Source: an optimization exercise on an open RTL-to-GDS flow (aim: small area and a short achievable clock period). Production flows keep margins and buffers that such runs may drop. The RTL was checked by simulation tests, not by an equivalence proof against the original design. Power and IR drop assume default switching activity.

[flow/design.v]
module axis_frame_capture #(
  parameter int unsigned DATA_W = 32,
  parameter int unsigned DEPTH  = 64,
  parameter int unsigned ADDR_W = $clog2(DEPTH)
) (
  input  logic                       s_aclk,
  input  logic                       src_rst,
  input  logic [DATA_W-1:0]          s_axis_tdata,
  input  logic                       s_axis_tvalid,
  output logic                       s_axis_tready,
  input  logic                       s_axis_tlast,
  input  logic                       arm,
  output logic                       busy,
  output logic                       frame_done,
  output logic [ADDR_W:0]            frame_len,
  output logic                       overflow,
  output logic [DATA_W-1:0]          peak_abs,
  output logic [DATA_W+ADDR_W:0]     sum,
  input  logic [ADDR_W-1:0]          rd_addr,
  output logic [DATA_W-1:0]          rd_data
);
  localparam int unsigned SumW = DATA_W + ADDR_W + 1;
  logic                busy_q, done_q;
  logic [ADDR_W:0]     frame_len_q;
  logic [7:0]          wr_hi_q, wr_lo_q;
  logic                overflow_q;
  logic [DATA_W-1:0]   peak_abs_q;
  logic [SumW-1:0]     sum_q;
  logic [DATA_W-1:0]   rd_data_q;
  logic                start, beat, store, clr;
  logic                sgn;
  logic [DATA_W-1:0]   sample_abs;
  logic                gt_pos, gt_neg, abs_gt;
  logic [DATA_W:0]     lo_sum;
  logic [ADDR_W:0]     hi_q, hi_inc, hi_dec, hi_d;
  logic [DATA_W-1:0]   mem [DEPTH];
  assign s_axis_tready = 1'b1;
  assign start = !busy_q && arm;
  assign clr   = src_rst || start;
  assign beat  = busy_q && s_axis_tvalid;
  assign store = beat && !frame_len_q[ADDR_W];
  assign sgn        = s_axis_tdata[DATA_W-1];
  assign gt_pos     = s_axis_tdata > peak_abs_q;
  assign gt_neg     = ~s_axis_tdata >= peak_abs_q;
  assign abs_gt     = sgn ? gt_neg : gt_pos;
  assign sample_abs = sgn ? (~s_axis_tdata + DATA_W'(1)) : s_axis_tdata;
  logic lo_carry;
  assign lo_sum[DATA_W-1:0] = sum_q[DATA_W-1:0] + s_axis_tdata;
  axis_capture_cmp #(.W(DATA_W)) u_carry (
    .a(sum_q[DATA_W-1:0]), .b(~s_axis_tdata), .gt(lo_carry), .ge()
  );
  assign lo_sum[DATA_W] = lo_carry;
  assign hi_q   = sum_q[SumW-1:DATA_W];
  axis_capture_incdec #(.W(ADDR_W+1)) u_incdec (.x(hi_q), .inc(hi_inc), .dec(hi_dec));
  logic [ADDR_W:0] hi_c1, hi_c0;
  assign hi_c1 = sgn ? hi_q : hi_inc;
  assign hi_c0 = sgn ? hi_dec : hi_q;
  assign hi_d  = lo_sum[DATA_W] ? hi_c1 : hi_c0;
  always_ff @(posedge s_aclk) begin
    if (clr) begin
      frame_len_q <= '0;
      wr_hi_q     <= 8'd1;
      wr_lo_q     <= 8'd1;
      overflow_q  <= 1'b0;
      peak_abs_q  <= '0;
      sum_q       <= '0;
    end else if (store) begin
      frame_len_q <= frame_len_q + (ADDR_W+1)'(1);
      wr_lo_q     <= {wr_lo_q[6:0], wr_lo_q[7]};
      if (wr_lo_q[7]) wr_hi_q <= {wr_hi_q[6:0], wr_hi_q[7]};
      sum_q       <= {hi_d, lo_sum[DATA_W-1:0]};
      if (abs_gt) peak_abs_q <= sample_abs;
    end else if (beat) begin
      overflow_q <= 1'b1;
    end
  end
  always_ff @(posedge s_aclk) begin
    if (src_rst) begin
      busy_q <= 1'b0;
      done_q <= 1'b0;
    end else if (start) begin
      busy_q <= 1'b1;
      done_q <= 1'b0;
    end else if (beat && s_axis_tlast) begin
      busy_q <= 1'b0;
      done_q <= 1'b1;
    end
  end
  always_ff @(posedge s_aclk) begin
    for (int i = 0; i < DEPTH; i++)
      if (store && wr_hi_q[i/8] && wr_lo_q[i%8]) mem[i] <= s_axis_tdata;
  end
  logic [7:0]        rd_hi, rd_lo;
  logic [DEPTH-1:0]  rd_sel;
  logic [DATA_W-1:0] rd_mux;
  logic [DATA_W-1:0] rd_g  [22];
  logic [DATA_W-1:0] rd_n4 [6];
  always_comb begin
    for (int i = 0; i < 8; i++) begin
      rd_hi[i] = !src_rst && (rd_addr[5:3] == 3'(i));
      rd_lo[i] = (rd_addr[2:0] == 3'(i));
    end
    for (int i = 0; i < DEPTH; i++) rd_sel[i] = rd_hi[i/8] && rd_lo[i%8];
  end
  for (genvar g = 0; g < 21; g++) begin : g_aoi
    for (genvar b = 0; b < DATA_W; b++) begin : g_bit
      axis_capture_aoi222 u_aoi (
        .a0(mem[3*g][b]),   .s0(rd_sel[3*g]),
        .a1(mem[3*g+1][b]), .s1(rd_sel[3*g+1]),
        .a2(mem[3*g+2][b]), .s2(rd_sel[3*g+2]),
        .y (rd_g[g][b])
      );
    end
  end
  assign rd_g[21] = ~(mem[63] & {DATA_W{rd_sel[63]}});
  always_comb begin
    for (int n = 0; n < 6; n++) begin
      rd_n4[n] = '1;
      for (int k = 0; k < 4; k++)
        if (4*n + k < 22) rd_n4[n] = rd_n4[n] & rd_g[4*n+k];
    end
    rd_mux = ~(rd_n4[0] & rd_n4[1] & rd_n4[2]) | ~(rd_n4[3] & rd_n4[4] & rd_n4[5]);
  end
  always_ff @(posedge s_aclk) rd_data_q <= rd_mux;
  assign busy       = busy_q;
  assign frame_done = done_q;
  assign frame_len  = frame_len_q;
  assign overflow   = overflow_q;
  assign peak_abs   = peak_abs_q;
  assign sum        = sum_q;
  assign rd_data    = rd_data_q;
endmodule
module axis_capture_aoi222 (
  input  logic a0, s0, a1, s1, a2, s2,
  output logic y
);
  assign y = ~((a0 & s0) | (a1 & s1) | (a2 & s2));
endmodule
module axis_capture_incdec #(
  parameter int unsigned W = 7
) (
  input  logic [W-1:0] x,
  output logic [W-1:0] inc,
  output logic [W-1:0] dec
);
  assign inc = x + W'(1);
  assign dec = x - W'(1);
endmodule
module axis_capture_cmp #(
  parameter int unsigned W = 32
) (
  input  logic [W-1:0] a,
  input  logic [W-1:0] b,
  output logic         gt,
  output logic         ge
);
  localparam int unsigned L = $clog2(W);
  logic [W-1:0] g [L+1];    
  logic [W-1:0] e [L+1];    
  always_comb begin
    g[0] = a & ~b;
    e[0] = a | ~b;
    for (int l = 0; l < L; l++) begin
      g[l+1] = '0;
      e[l+1] = '0;
      for (int i = 0; i < (W >> (l + 1)); i++) begin
        g[l+1][i] = g[l][2*i+1] | (e[l][2*i+1] & g[l][2*i]);
        e[l+1][i] = g[l][2*i+1] | (e[l][2*i+1] & e[l][2*i]);
      end
    end
    gt = g[L][0];
    ge = e[L][0];
  end
endmodule
[flow/standard.sh]
#!/bin/bash
# synth_recipe.tcl (not shown) runs the flow's synth.tcl, then flattens the netlist and writes it again
# the make line also repeats each setting of config.mk as NAME=value (left out here)
make -C /OpenROAD-flow-scripts/flow DESIGN_CONFIG=/design/flow/config.mk WORK_HOME=/design/flow/orfs CLKGATE_MAP_FILE= SYNTH_SCRIPT=/design/flow/synth_recipe.tcl "${@:-finish}"
[flow/constraint.sdc]
create_clock -name core_clock -period 5.0 [get_ports {s_aclk}]
set_input_delay 1.0000 -clock core_clock [delete_from_list [all_inputs] [get_ports {s_aclk}]]
set_output_delay 1.0000 -clock core_clock [all_outputs]
set_load 0.01 [all_outputs]
[flow/flow/run.sh]
#!/bin/bash
# Standard layout, but ports get a plain buffer instead of the slow default port buffer.
set -euo pipefail
export BUFFER_PORTS_ARGS="-buffer_cell sky130_fd_sc_hd__buf_2"
bash standard.sh > standard.log 2>&1
[flow/config.mk]
export PLATFORM = sky130hd
export DESIGN_NAME = axis_frame_capture
export DESIGN_NICKNAME = axis_frame_capture
export VERILOG_FILES = /design/flow/design.v
export SDC_FILE = /design/flow/constraint.sdc
export NUM_CORES = 4
export LEC_CHECK = 0
export CAP_MARGIN = 20
export CORE_MARGIN = 2
export CORE_UTILIZATION = 65
export CTS_BUF_LIST = sky130_fd_sc_hd__clkbuf_16
export CTS_CLUSTER_DIAMETER = 100
export CTS_CLUSTER_SIZE = 30
export PLACE_DENSITY = 0.75
export SETUP_SLACK_MARGIN = 2.0
export SLEW_MARGIN = 20
export SYNTH_HIERARCHICAL = 1
export SYNTH_MINIMUM_KEEP_SIZE = 0
==> flow_summary.json <==
{
  "status": "timing/DRC/antenna clean",
  "vias": 48472,
  "place.port_buffers": 155,
  "coreArea_um2": 122000,
  "io-pin-count": 157,
  "yosysWarnings": 16,
  "fin_crit_sh_pct": 62.5,
  "fin_crit_ns": 3.13,
  "arrival_ns": 3.69,
  "critical_path_class": "primary input to flip-flop",
  "p_leak_nw": 28.4,
  "place_inst": 6151,
  "syn_area_per_cell_um2": 18.6,
  "cp-endpoint": "rd_data_q[0]$_DFF_P_",
  "final_antenna_net_count": 0,
  "ir_drop_mv": 0.297,
  "crit_start": "rd_addr[4]",
  "drv_slew": 0,
  "cts_tree": "done",
  "critPathSlowestCell": "a222oi_1",
  "viasPerCell": 7.60,
  "worst_setup_path_end_kind": "flip-flop",
  "grtUsageTotal_pct": 37.3,
  "cts_root_buffer": "clkbuf_16",
  "n_fill_cell": 7193,
  "nNetsFinal": 4818,
  "worstPathCellList": "buf_2 > nor2b_1 > nand2_4 > nor2_4 > a222oi_1 > nand4_1 > nor4_1 > nand3_1",
  "met2_usage_pct": 56.7,
  "r2r_cells": 12,
  "die_area_um2": 125000,
  "synth_cells": 4279,
  "clockBufferDepth": 3,
  "timing.fmax_mhz": 320,
  "final_common_cell": "edfxtp_1",
  "cp_max_fo": 16,
  "power_density_nw_per_um2": 341,
  "cp.required_ns": 5.56,
  "gp_congestion": 0.946,
  "cts_sinks": 2177,
  "drv_cap": 0,
  "dr.pass1.iters": 13,
  "critPathLaunchType": "primary input",
  "grt_start_max_net_pins": 71,
  "cts_buffers": 83,
  "seq_area_um2": 64100,
  "skew_ns": 0.0399,
  "setup_violations": 0,
  "finalSetupTns_ns": 0,
  "drc": 0,
  "rows": 128,
  "hpwl_mm": 141,
  "antenna_found_initial": 17,
  "holdCritPathClass": "flip-flop to flip-flop",
  "worst_r2r_startpoint": "peak_abs_q[1]$_SDFFE_PP0P_",
  "rsz0062_at_grt": "true",
  "grt_pass1_vias": 44626,
  "grt_use_met3_pct": 9.55,
  "tightest_slew_ns": 1.12,
  "die_height_um": 354,
  "use_met1_pct": 52.1,
  "finalHoldViolCount": 0,
  "r2r_end": "peak_abs_q[22]$_SDFFE_PP0P_",
  "routedWlPerCell_um": 37.4,
  "overflow": 0,
  "syn_nets": 4422,
  "layout_common_cells": "edfxtp_1, a222oi_1, nand2_1, buf_4, inv_1",
  "slew_headroom_pct": 25.1,
  "multi_input_area_um2": 15900,
  "cts.clk_slew.worst_paths_ns": 0.11,
  "grt_pass1_wl_mm": 330,
  "final_util_pct": 72.3,
  "holdCritStartpoint": "mem[63][2]$_DFFE_PP_",
  "drt-initial-drc-count": 11387,
  "instances_no_fill": 6376,
  "insertion_delay_ns": 0.74,
  "cts_max_level": 3,
  "dieWidth_um": 354,
  "grt-busiest-layer": "met2",
  "cp_slowest_stage_delay_ns": 0.73,
  "areaGrowthSynthToFinish_pct": 10.4,
  "routed_wl_mm": 238,
  "syn-cell-area_um2": 79600,
  "start_util_pct": 65.4,
  "drive_above_1_share_pct": 15.0,
  "reg2reg_slack_ns": 2.01
}
-- power by group --
part | leakage, nW | switching [W] | total [W] | internal (W)
Combinational | 7.57 | 0.00106 | 0.00145 | 0.000389
Clock | 1.39 | 0.00522 | 0.00840 | 0.00318
Sequential | 19.5 | 0.000109 | 0.0201 | 0.0200
Total | 28.4 | 0.00639 | 0.0299 | 0.0235
-- worst min-delay path by stage --
stage                                  to  slack [ns]  depth (start not counted)
global route        rd_data_q[27]$_DFF_P_        0.48                          2
detailed placement   rd_data_q[2]$_DFF_P_        0.44                          2
CTS                   busy_q$_SDFFE_PP0P_        0.46                          2
floorplan            rd_data_q[0]$_DFF_P_        0.43                          2
global placement     rd_data_q[2]$_DFF_P_        0.43                          2
finish               rd_data_q[2]$_DFF_P_        0.47                          2
-- layer usage --
| layer | up-vias | part of all wire [%] |
|---|---|---|
| met5 | - | 0.028 |
| met4 | 10 | 5.2 |
| met3 | 538 | 16 |
| met2 | 4129 | 45 |
| met1 | 24253 | 34 |
| li1 | 19542 | - |
-- registers in the layout, indices dropped and copies added (netlist names) --
register and flops:
overflow_q 1, sum_q 39, frame_len_q 7, done_q 1
mem 2048, rd_data_q 32, wr_lo_q 8, peak_abs_q 32
busy_q 1, wr_hi_q 8
-- stage by stage --
| step | power [W] | setup slack (ns) | hold slack, ns | instance area [um2] |
|---|---|---|---|---|
| finish | 0.0299 | 1.87 | 0.469 | 87800 |
| global route | 0.0305 | 1.82 | 0.482 | 87800 |
| CTS | 0.0298 | 1.91 | 0.459 | 87100 |
| detailed placement | 0.0218 | 0.510 | 0.443 | 84000 |
| global placement | 0.0217 | 0.145 | 0.435 | 84000 |
| floorplan | 0.0209 | 1.77 | 0.431 | 80000 |
-- layout make-up --
cell class / count / share of cell area [%]
tap: 1625 / 2.31
timing repair buffer: 361 / 3.34
antenna: 13 / 0.0370
clock inverter: 63 / 0.358
inverter: 111 / 0.517
multi-input combinational: 1941 / 18.1
clock buffer: 85 / 2.42
sequential: 2177 / 73.0
-- worst max-delay path, delay by kind of cell --
kind	cells	cell delay (ns)
buffers and inverters	1	0.15
and+or+nand+nor	6	1.80
AOI/OAI and AO/OA	1	0.73
-- repair_timing --
item | in CTS | in global routing
pin swaps | 27 | 32
hold buffers | 0 | 0
gates resized for setup | 76 | 99
setup endpoints to repair | 86 | 71
setup buffers | 26 | 24
gates cloned | 7 | 6

-- afterwards: timing with drivers on the ports --
Ports are ideal in the flow. The routed layout listed here was re-timed in OpenROAD.
Step 1 assumes that a clkbuf_16 drives the clock port and a buf_2 every other input.
Step 2 moves the port delays by t, midway between the first and last clock arrival at a register: inputs arrive t later, outputs are due t later. That takes back most of the time a late clock gives input paths.
Three values: ideal, step 1, step 2; two values: the first two.
shift t [ns]: 0.809
setup slack, ns: 1.873 / 1.855 / 1.045
worst hold slack (ns): 0.469 / 0.418 / 0.469
pins driven straight from the clock port: 1
After both steps setup and hold are still met in this run. For this run, drivers alone change the setup slack by -0.018 ns; drivers and shift together by -0.828 ns.
